From an optimization exercise on the open Yosys and OpenROAD flow, aimed at small area, a short achievable clock period and few clock cycles per item; shortcuts taken in it are not production practice.
The RTL was checked by simulation tests, not by an equivalence proof against the original design.
Power is estimated from default activity; no workload was simulated.

File: run.sh
#!/bin/bash
# synth_recipe.tcl (not shown) runs the flow's synth.tcl, then flattens the netlist and writes it again
# the make line also repeats each setting of config.mk as NAME=value (left out here)
make -C /OpenROAD-flow-scripts/flow DESIGN_CONFIG=/design/flow/config.mk WORK_HOME=/design/flow/orfs CLKGATE_MAP_FILE= SYNTH_SCRIPT=/design/flow/synth_recipe.tcl finish
File: constraint.sdc
create_clock -name core_clock -period 13.0 [get_ports {clk}]
set_input_delay 2.6000 -clock core_clock [delete_from_list [all_inputs] [get_ports {clk}]]
set_output_delay 2.6000 -clock core_clock [all_outputs]
set_load 0.01 [all_outputs]
File: design.v
`default_nettype none
package adsr_pkg;
  localparam int FRAC_BITS  = 15;
  localparam int LEVEL_W    = 16;
  localparam int LEN_W      = 24;
  localparam int SAMPLE_W   = 16;
  localparam int ADV_W      = 8;
  localparam int PROD_W     = LEN_W + LEVEL_W;
  localparam int DIV_STEPS  = LEVEL_W;
  localparam int DIV_CNT_W  = $clog2(DIV_STEPS);
  localparam int IN_DATA_W  = 24;
  localparam int OUT_DATA_W = 40;
  localparam int CFG_DATA_W = 32;
  localparam int CFG_ADDR_W = 4;
  localparam logic [LEVEL_W-1:0] UNITY = LEVEL_W'(32'd1 << FRAC_BITS);
  localparam logic [LEN_W-1:0]   ATTACK_RESET  = LEN_W'(480);
  localparam logic [LEN_W-1:0]   DECAY_RESET   = LEN_W'(12000);
  localparam logic [LEVEL_W-1:0] SUSTAIN_RESET = LEVEL_W'(8192);
  localparam logic [LEN_W-1:0]   RELEASE_RESET = LEN_W'(24000);
  typedef enum logic [2:0] {
    PH_OFF     = 3'd0,
    PH_ATTACK  = 3'd1,
    PH_DECAY   = 3'd2,
    PH_SUSTAIN = 3'd3,
    PH_RELEASE = 3'd4
  } phase_t;
  typedef enum logic [1:0] {
    KIND_SAMPLE  = 2'd0,
    KIND_ATTACK  = 2'd1,
    KIND_RELEASE = 2'd2,
    KIND_OFF     = 2'd3
  } kind_t;
  typedef enum logic [1:0] {
    REG_ATTACK  = 2'd0,
    REG_DECAY   = 2'd1,
    REG_SUSTAIN = 2'd2,
    REG_RELEASE = 2'd3
  } reg_idx_t;
  typedef enum logic [2:0] {
    ST_IDLE,
    ST_MUL,
    ST_DIV,
    ST_LEVEL,
    ST_WRITE
  } ctrl_state_t;
  typedef struct packed {
    logic [LEN_W-1:0]   attack_length;
    logic [LEN_W-1:0]   decay_length;
    logic [LEVEL_W-1:0] sustain_level;
    logic [LEN_W-1:0]   release_length;
  } cfg_t;
  typedef struct packed {
    logic accept;
    logic mul_en;
    logic div_step;
    logic level_en;
    logic write_en;
  } ctrl_cmd_t;
  typedef struct packed {
    logic in_is_sample;
    logic out_free;
  } ctrl_sts_t;
endpackage
`default_nettype wire
`default_nettype none
module adsr_regs (
  input  wire                                 clk,
  input  wire                                 rst,
  input  wire                                 psel,
  input  wire                                 penable,
  input  wire                                 pwrite,
  input  wire  [adsr_pkg::CFG_ADDR_W-1:0]     paddr,
  input  wire  [adsr_pkg::CFG_DATA_W-1:0]     pwdata,
  output logic [adsr_pkg::CFG_DATA_W-1:0]     prdata,
  output logic                                pready,
  output adsr_pkg::cfg_t                      cfg
);
  adsr_pkg::reg_idx_t idx;
  logic     wr;
  assign idx    = adsr_pkg::reg_idx_t'(paddr[3:2]);
  assign pready = 1'b1;
  assign wr     = psel && penable && pwrite && pready;
  always_ff @(posedge clk) begin
    if (rst) begin
      cfg.attack_length  <= adsr_pkg::ATTACK_RESET;
      cfg.decay_length   <= adsr_pkg::DECAY_RESET;
      cfg.sustain_level  <= adsr_pkg::SUSTAIN_RESET;
      cfg.release_length <= adsr_pkg::RELEASE_RESET;
    end else if (wr) begin
      case (idx)
        adsr_pkg::REG_ATTACK:  cfg.attack_length  <= pwdata[adsr_pkg::LEN_W-1:0];
        adsr_pkg::REG_DECAY:   cfg.decay_length   <= pwdata[adsr_pkg::LEN_W-1:0];
        adsr_pkg::REG_SUSTAIN: cfg.sustain_level  <= pwdata[adsr_pkg::LEVEL_W-1:0];
        adsr_pkg::REG_RELEASE: cfg.release_length <= pwdata[adsr_pkg::LEN_W-1:0];
        default: ;
      endcase
    end
  end
  always_comb begin
    case (idx)
      adsr_pkg::REG_ATTACK:  prdata = adsr_pkg::CFG_DATA_W'(cfg.attack_length);
      adsr_pkg::REG_DECAY:   prdata = adsr_pkg::CFG_DATA_W'(cfg.decay_length);
      adsr_pkg::REG_SUSTAIN: prdata = adsr_pkg::CFG_DATA_W'(cfg.sustain_level);
      adsr_pkg::REG_RELEASE: prdata = adsr_pkg::CFG_DATA_W'(cfg.release_length);
      default:     prdata = '0;
    endcase
  end
endmodule
`default_nettype wire
`default_nettype none
module adsr_ctrl (
  input  wire                  clk,
  input  wire                  rst,
  input  wire                  s_axis_tvalid,
  output logic                 s_axis_tready,
  input  adsr_pkg::ctrl_sts_t  sts,
  output adsr_pkg::ctrl_cmd_t  cmd
);
  adsr_pkg::ctrl_state_t          state;
  adsr_pkg::ctrl_state_t          state_next;
  logic [adsr_pkg::DIV_CNT_W-1:0] div_cnt;
  logic                 div_last;
  assign div_last = (div_cnt == adsr_pkg::DIV_CNT_W'(adsr_pkg::DIV_STEPS - 1));
  always_ff @(posedge clk) begin
    if (rst) begin
      state   <= adsr_pkg::ST_IDLE;
      div_cnt <= '0;
    end else begin
      state <= state_next;
      if (state == adsr_pkg::ST_DIV) begin
        div_cnt <= div_cnt + adsr_pkg::DIV_CNT_W'(1);
      end else begin
        div_cnt <= '0;
      end
    end
  end
  always_comb begin
    state_next = state;
    case (state)
      adsr_pkg::ST_IDLE: begin
        if (s_axis_tvalid && sts.in_is_sample) state_next = adsr_pkg::ST_MUL;
      end
      adsr_pkg::ST_MUL:   state_next = adsr_pkg::ST_DIV;
      adsr_pkg::ST_DIV: begin
        if (div_last) state_next = adsr_pkg::ST_LEVEL;
      end
      adsr_pkg::ST_LEVEL: state_next = adsr_pkg::ST_WRITE;
      adsr_pkg::ST_WRITE: begin
        if (sts.out_free) state_next = adsr_pkg::ST_IDLE;
      end
      default:  state_next = adsr_pkg::ST_IDLE;
    endcase
  end
  always_comb begin
    cmd           = '0;
    s_axis_tready = 1'b0;
    case (state)
      adsr_pkg::ST_IDLE: begin
        s_axis_tready = 1'b1;
        cmd.accept    = s_axis_tvalid;
      end
      adsr_pkg::ST_MUL:   cmd.mul_en   = 1'b1;
      adsr_pkg::ST_DIV:   cmd.div_step = 1'b1;
      adsr_pkg::ST_LEVEL: cmd.level_en = 1'b1;
      adsr_pkg::ST_WRITE: cmd.write_en = sts.out_free;
      default: ;
    endcase
  end
endmodule
`default_nettype wire
`default_nettype none
module adsr_dp #(
  parameter int POSITION_BITS = 24
) (
  input  wire                                  clk,
  input  wire                                  rst,
  input  adsr_pkg::cfg_t                       cfg,
  input  adsr_pkg::ctrl_cmd_t                  cmd,
  output adsr_pkg::ctrl_sts_t                  sts,
  input  wire  [adsr_pkg::IN_DATA_W-1:0]       s_axis_tdata,
  input  wire  [1:0]                           s_axis_tuser,
  output logic                                 m_axis_tvalid,
  input  wire                                  m_axis_tready,
  output logic [adsr_pkg::OUT_DATA_W-1:0]      m_axis_tdata
);
  localparam int CMP_W = (POSITION_BITS > adsr_pkg::LEN_W) ? POSITION_BITS : adsr_pkg::LEN_W;
  adsr_pkg::phase_t                    phase_reg;
  logic [POSITION_BITS-1:0]  position;
  logic [adsr_pkg::LEVEL_W-1:0]        current_level;
  logic [adsr_pkg::LEVEL_W-1:0]        release_start_level;
  logic signed [adsr_pkg::SAMPLE_W-1:0] sample_r;
  logic [adsr_pkg::ADV_W-1:0]           advance_r;
  adsr_pkg::phase_t                     phase_before;
  logic [adsr_pkg::LEN_W-1:0]           rem;
  logic [adsr_pkg::LEVEL_W-1:0]         quo;
  logic [adsr_pkg::LEVEL_W-1:0]         level_r;
  adsr_pkg::kind_t                      kind;
  logic [adsr_pkg::LEN_W-1:0]           len_sel;
  logic                       len_zero;
  logic [CMP_W-1:0]           pos_ext;
  logic [CMP_W-1:0]           len_ext;
  logic [adsr_pkg::LEN_W-1:0]           p_cl;
  logic [adsr_pkg::LEVEL_W-1:0]         s_cl;
  logic [adsr_pkg::LEN_W-1:0]           mul_a;
  logic [adsr_pkg::LEVEL_W-1:0]         mul_b;
  logic [adsr_pkg::PROD_W-1:0]          prod;
  logic [adsr_pkg::LEN_W:0]             trial;
  logic                       trial_ge;
  logic [adsr_pkg::LEVEL_W-1:0]         level_sel;
  logic [POSITION_BITS:0]     pos_sum;
  logic [POSITION_BITS-1:0]   pos_sat;
  logic [CMP_W-1:0]           pos_sat_ext;
  logic                       phase_done;
  adsr_pkg::phase_t                     phase_next;
  logic [POSITION_BITS-1:0]   pos_next;
  logic signed [adsr_pkg::SAMPLE_W+adsr_pkg::LEVEL_W:0] scaled;
  assign kind             = adsr_pkg::kind_t'(s_axis_tuser);
  assign sts.in_is_sample = (kind == adsr_pkg::KIND_SAMPLE);
  assign sts.out_free     = !m_axis_tvalid || m_axis_tready;
  always_comb begin
    case (phase_reg)
      adsr_pkg::PH_ATTACK:  len_sel = cfg.attack_length;
      adsr_pkg::PH_DECAY:   len_sel = cfg.decay_length;
      adsr_pkg::PH_RELEASE: len_sel = cfg.release_length;
      default:    len_sel = '0;
    endcase
  end
  assign len_zero = (len_sel == '0);
  assign pos_ext  = CMP_W'(position);
  assign len_ext  = CMP_W'(len_sel);
  assign p_cl     = (pos_ext > len_ext) ? len_sel : pos_ext[adsr_pkg::LEN_W-1:0];
  assign s_cl     = (cfg.sustain_level > adsr_pkg::UNITY) ? adsr_pkg::UNITY : cfg.sustain_level;
  always_comb begin
    case (phase_reg)
      adsr_pkg::PH_ATTACK: begin
        mul_a = p_cl;
        mul_b = adsr_pkg::UNITY;
      end
      adsr_pkg::PH_DECAY: begin
        mul_a = p_cl;
        mul_b = adsr_pkg::UNITY - s_cl;
      end
      adsr_pkg::PH_RELEASE: begin
        mul_a = len_sel - p_cl;
        mul_b = release_start_level;
      end
      default: begin
        mul_a = '0;
        mul_b = '0;
      end
    endcase
  end
  assign prod = adsr_pkg::PROD_W'(mul_a) * adsr_pkg::PROD_W'(mul_b);
  assign trial    = {rem, quo[adsr_pkg::LEVEL_W-1]};
  assign trial_ge = (trial >= {1'b0, len_sel});
  always_comb begin
    case (phase_reg)
      adsr_pkg::PH_ATTACK:  level_sel = len_zero ? adsr_pkg::UNITY : quo;
      adsr_pkg::PH_DECAY:   level_sel = len_zero ? adsr_pkg::UNITY : (adsr_pkg::UNITY - quo);
      adsr_pkg::PH_SUSTAIN: level_sel = s_cl;
      adsr_pkg::PH_RELEASE: level_sel = len_zero ? '0 : quo;
      default:    level_sel = '0;
    endcase
  end
  assign pos_sum     = {1'b0, position} + (POSITION_BITS + 1)'(advance_r);
  assign pos_sat     = pos_sum[POSITION_BITS] ? '1 : pos_sum[POSITION_BITS-1:0];
  assign pos_sat_ext = CMP_W'(pos_sat);
  assign phase_done  = (pos_sat_ext >= len_ext);
  always_comb begin
    phase_next = phase_reg;
    pos_next   = pos_sat;
    case (phase_reg)
      adsr_pkg::PH_ATTACK: begin
        if (phase_done) begin
          phase_next = adsr_pkg::PH_DECAY;
          pos_next   = '0;
        end
      end
      adsr_pkg::PH_DECAY: begin
        if (phase_done) begin
          phase_next = adsr_pkg::PH_SUSTAIN;
          pos_next   = '0;
        end
      end
      adsr_pkg::PH_RELEASE: begin
        if (phase_done) begin
          phase_next = adsr_pkg::PH_OFF;
          pos_next   = '0;
        end
      end
      default: ;
    endcase
  end
  assign scaled = sample_r * $signed({1'b0, level_r});
  always_ff @(posedge clk) begin
    if (rst) begin
      phase_reg           <= adsr_pkg::PH_OFF;
      position            <= '0;
      current_level       <= '0;
      release_start_level <= '0;
      m_axis_tvalid       <= 1'b0;
    end else begin
      if (cmd.accept) begin
        case (kind)
          adsr_pkg::KIND_ATTACK: begin
            phase_reg     <= adsr_pkg::PH_ATTACK;
            current_level <= '0;
            position      <= '0;
          end
          adsr_pkg::KIND_RELEASE: begin
            phase_reg           <= adsr_pkg::PH_RELEASE;
            release_start_level <= current_level;
            position            <= '0;
          end
          adsr_pkg::KIND_OFF: begin
            phase_reg <= adsr_pkg::PH_OFF;
            position  <= '0;
          end
          default: ;
        endcase
      end
      if (cmd.write_en) begin
        current_level <= level_r;
        phase_reg     <= phase_next;
        position      <= pos_next;
        m_axis_tvalid <= 1'b1;
      end else if (m_axis_tready) begin
        m_axis_tvalid <= 1'b0;
      end
    end
  end
  always_ff @(posedge clk) begin
    if (cmd.accept) begin
      sample_r     <= s_axis_tdata[adsr_pkg::SAMPLE_W-1:0];
      advance_r    <= s_axis_tdata[adsr_pkg::SAMPLE_W +: adsr_pkg::ADV_W];
      phase_before <= phase_reg;
    end
    if (cmd.mul_en) begin
      rem <= prod[adsr_pkg::PROD_W-1:adsr_pkg::LEVEL_W];
      quo <= prod[adsr_pkg::LEVEL_W-1:0];
    end
    if (cmd.div_step) begin
      rem <= trial_ge ? adsr_pkg::LEN_W'(trial - {1'b0, len_sel}) : trial[adsr_pkg::LEN_W-1:0];
      quo <= {quo[adsr_pkg::LEVEL_W-2:0], trial_ge};
    end
    if (cmd.level_en) begin
      level_r <= level_sel;
    end
    if (cmd.write_en) begin
      m_axis_tdata <= {4'b0, (phase_next != adsr_pkg::PH_OFF), phase_before, level_r,
                       scaled[adsr_pkg::FRAC_BITS+adsr_pkg::SAMPLE_W-1:adsr_pkg::FRAC_BITS]};
    end
  end
endmodule
`default_nettype wire
`default_nettype none
module adsr_envelope_generator #(
  parameter int POSITION_BITS = 24
) (
  input  wire         clk,
  input  wire         rst,
  input  wire         psel,
  input  wire         penable,
  input  wire         pwrite,
  input  wire  [3:0]  paddr,
  input  wire  [31:0] pwdata,
  output logic [31:0] prdata,
  output logic        pready,
  input  wire         s_axis_tvalid,
  output logic        s_axis_tready,
  input  wire  [23:0] s_axis_tdata,   
  input  wire  [1:0]  s_axis_tuser,   
  output logic        m_axis_tvalid,
  input  wire         m_axis_tready,
  output logic [39:0] m_axis_tdata    
);
  adsr_pkg::cfg_t      cfg;
  adsr_pkg::ctrl_cmd_t cmd;
  adsr_pkg::ctrl_sts_t sts;
  adsr_regs u_regs (
    .clk     (clk),
    .rst     (rst),
    .psel    (psel),
    .penable (penable),
    .pwrite  (pwrite),
    .paddr   (paddr),
    .pwdata  (pwdata),
    .prdata  (prdata),
    .pready  (pready),
    .cfg     (cfg)
  );
  adsr_ctrl u_ctrl (
    .clk           (clk),
    .rst           (rst),
    .s_axis_tvalid (s_axis_tvalid),
    .s_axis_tready (s_axis_tready),
    .sts           (sts),
    .cmd           (cmd)
  );
  adsr_dp #(
    .POSITION_BITS (POSITION_BITS)
  ) u_dp (
    .clk           (clk),
    .rst           (rst),
    .cfg           (cfg),
    .cmd           (cmd),
    .sts           (sts),
    .s_axis_tdata  (s_axis_tdata),
    .s_axis_tuser  (s_axis_tuser),
    .m_axis_tvalid (m_axis_tvalid),
    .m_axis_tready (m_axis_tready),
    .m_axis_tdata  (m_axis_tdata)
  );
endmodule
`default_nettype wire
File: config.mk
export PLATFORM = sky130hd
export DESIGN_NAME = adsr_envelope_generator
export DESIGN_NICKNAME = adsr_envelope_generator
export VERILOG_FILES = /design/flow/design.v
export SDC_FILE = /design/flow/constraint.sdc
export NUM_CORES = 4
export LEC_CHECK = 0
export CAP_MARGIN = 20
export CORE_MARGIN = 2
export CORE_UTILIZATION = 40
export SLEW_MARGIN = 20
==> out/metrics.yaml <==
logic_synthesis:
  synthTopCellsByCount: "710 x nand2_1, 628 x inv_1, 502 x fa_1, 330 x ha_1, 294 x nor2_1"
  synth_flop_cell: "dfxtp_1"
  synth_area_leaders: "fa_1 27%, ha_1 11%, edfxtp_1 9.8%, dfxtp_1 8.5%, nand2_1 7.3%"
  ys_seq_area_share_pct: 18.2
  ys_ff_latch: 274
  synth_area_mm2: 0.0366
  yosys_warnings: 3
  synth.distinct_cells: 93
  yosysMostFrequentCell: "nand2_1"
  avgSynthCellArea_um2: 8.72
  async_flop_share_pct: 0
  synth_top_area_share_pct: 27.4
  netlist_instances: 4201
  synth_edf_count: 119
  synth_top_area_cell: "fa_1"
clocking:
  cts_inserted_buffers: 30
  cts_tree: "yes"
  clock_path_buffers: 3
  cts_hold_buffers: 0
  clock_latency_ns: 0.60
  cts_num_sinks: 274
  htreeDepth: 1
  clkTransAtPathRegs_ns: 0.07
  cts-resized-gates: 0
  cts-root-buf: "clkbuf_16"
  post_cts_buffers: 0
setup_path:
  startpoint: "u_dp.phase_reg[1]"
  worst-path-max-fanout: 17
  start_kind: "register"
  end_kind: "register"
  rr_worst_depth: 50
  path_class: "reg2reg"
  crit_arrival_ns: 12.48
  setup.worst_path.end: "u_dp.rem[23]"
  reg2reg_slack_ns: 0.84
  required_ns: 13.32
  crit_path_top_delay_cell: "fa_1"
  critical_path.max_stage_delay_ns: 0.54
  reg2reg_from: "u_dp.phase_reg[1]"
  crit_top_cell: "fa_1"
  reg2reg_to: "u_dp.rem[23]"
route:
  route.detailed.drc: 0
  drt-wirelength-per-cell_um: 19.2
  dr.first_iter.drc_count: 1978
  vias: 29400
  first_pass_iters: 5
  routed_wl_um: 105000
  via_per_inst: 5.36
  final_antenna_net_count: 0
final_layout:
  fill_cells: 8877
  multi_input_area_mm2: 0.0268
  largest_reg_flops: 88
  regMostFlops: "u_regs.cfg"
  layout-area-overhead-vs-synth_pct: 10.7
  drive_above_1_share_pct: 6.28
  reg_top3: "u_regs.cfg x88, u_dp.m_axis_tdata x36"
  final_cell_count_no_fill: 5493
  fin_nets: 5193
  design_area_mm2: 0.0405
  final_core_util_pct: 44.8
  seqCellArea_mm2: 0.00668
pwr:
  ir_drop_mv: 0.125
  power.density_mw_per_mm2: 81.5
  power_mw: 3.30
  p_leak_nw: 18.4
run_status:
  outcome: "complete, no violations"
die:
  chipWidth_um: 307
  start_util_pct: 40.5
  core-area_mm2: 0.0904
  row_count: 110
  io_pins: 144
  die_h_um: 307
  die-area_mm2: 0.0940
timing:
  setup_slack_ns: 0.844
  relSlewSlack_pct: 23.5
  finalSetupTns_ns: 0
  setup_viol: 0
  period_minus_slack_ns: 12.16
  hold_violations: 0
  tightest_slew_ns: 1.14
  fmax_ghz: 0.0823
  finalCritPeriodShare_pct: 93.5
  grt_setup_unrepaired: "false"
  hold_ws_ns: 0.423
  slew_violations: 0
  skew_ns: 0.0122
placed_design:
  routabilityCongestion: 0.907
  io_buffers: 120
  dp_hpwl_um: 80700
  placed_cell_area_mm2: 0.0394
  placedCellCount: 5436
  dp_slack_ns: 0.520
hold_path:
  holdCritPathClass: "reg2reg"
  hold_start: "u_dp.phase_before[2]"
global_routing:
  grt_max_degree: 67
  grt_pass1_wl_um: 167000
  grt_use_total_pct: 22.6
  grt_pass1_vias: 30100
  antenna_found_initial: 2
  grt_remaining_overflow: 0
job:
  drv_cap: 0
metal layers:
metal / track usage (%) / vias up / routed length [um] / part of all wire (%)
met5: 0 / - / 10 / 0.0095
met4: 6.78 / 2 / 3340 / 3.2
met3: 3.46 / 172 / 6480 / 6.2
met2: 37.9 / 884 / 50100 / 48
met1: 30.1 / 14600 / 45300 / 43
li1: - / 13700 / - / -
how the worst min path moves through the flow:
stage	end	slack, ns	cells past startpoint
after global placement	u_dp.m_axis_tdata[34]	0.40	0
after floorplan	u_dp.m_axis_tdata[32]	0.40	0
after CTS	u_dp.m_axis_tdata[34]	0.42	0
final	u_dp.m_axis_tdata[34]	0.42	0
after detailed placement	u_dp.m_axis_tdata[34]	0.41	0
after global routing	u_dp.m_axis_tdata[34]	0.42	0
cells in the final DEF, fill, tap and decap left out, types with 52 or more instances in the layout:
cell	netlist	final
a21o_1	72	72
a21oi_1	231	229
a22oi_1	55	55
and2_1	132	129
buf_4	19	124
clkdlybuf4s50_1	0	118
dfxtp_1	155	155
edfxtp_1	119	119
fa_1	502	502
ha_1	330	330
inv_1	628	627
nand2_1	710	710
nand3_1	52	52
nor2_1	294	293
o21ai_0	127	121
xnor2_1	74	74
cell families after synthesis:
family,share of synthesized area [%]
AOI/OAI and AO/OA,12.0
xor gates and xnor gates,2.75
adders and majority gates,38.7
buffers and inverters,8.92
DFF,18.2
muxes,2.38
other,0.0205
and+or+nand+nor,17.0
worst max-delay path: cells and delay by family (launching register included):
family                     cells  cell delay, ns
xor gates and xnor gates       2            0.41
and+or+nand+nor                7            1.14
DFF                            1            0.35
adders and majority gates     10            4.28
buffers and inverters         11            1.51
AOI/OAI and AO/OA             20            4.17
report_power, final:
part	leakage [nW]	internal, mW	switching (mW)
Sequential	2.37	0.972	0.0314
Combinational	15.5	0.611	0.773
Clock	0.522	0.524	0.392
final cells by class:
class	count	share of cell area, %
antenna	1	0.00618
clock buffer	40	2.20
clock inverter	16	0.374
inverter	628	5.82
multi-input combinational	3110	66.1
sequential	274	16.5
tap	1176	3.63
timing repair buffer	248	5.41
Testbench counts, summed over its fixed seeds: cycles 869,639, items 43,471.

-- afterwards: timing with drivers on the ports --
The results above use ideal ports. As a check the final layout listed here was re-extracted and re-timed, cells and wires unchanged.
Step 1: set_driving_cell puts a clkbuf_16 on clk and a buf_2 on each other input, an assumption about the parent block.
Step 2 also shifts input and output timing later by t, the mid clock arrival at the registers, as if the neighbouring blocks saw the same clock.
a / b / c = ideal / step 1 / step 2; a / b = the first two.
t, ns: 0.657
setup slack, ns: 0.844 / 0.844 / 0.844
worst hold slack (ns): 0.423 / 0.423 / 0.423
slew at the worst register clock pin (ns): 0.07 / 0.07
worst slew at a driven data input, ns: 0.08
After both steps this run still meets setup and hold. For this run, drivers alone change the setup slack by 0.000 ns; drivers and shift together by 0.000 ns.
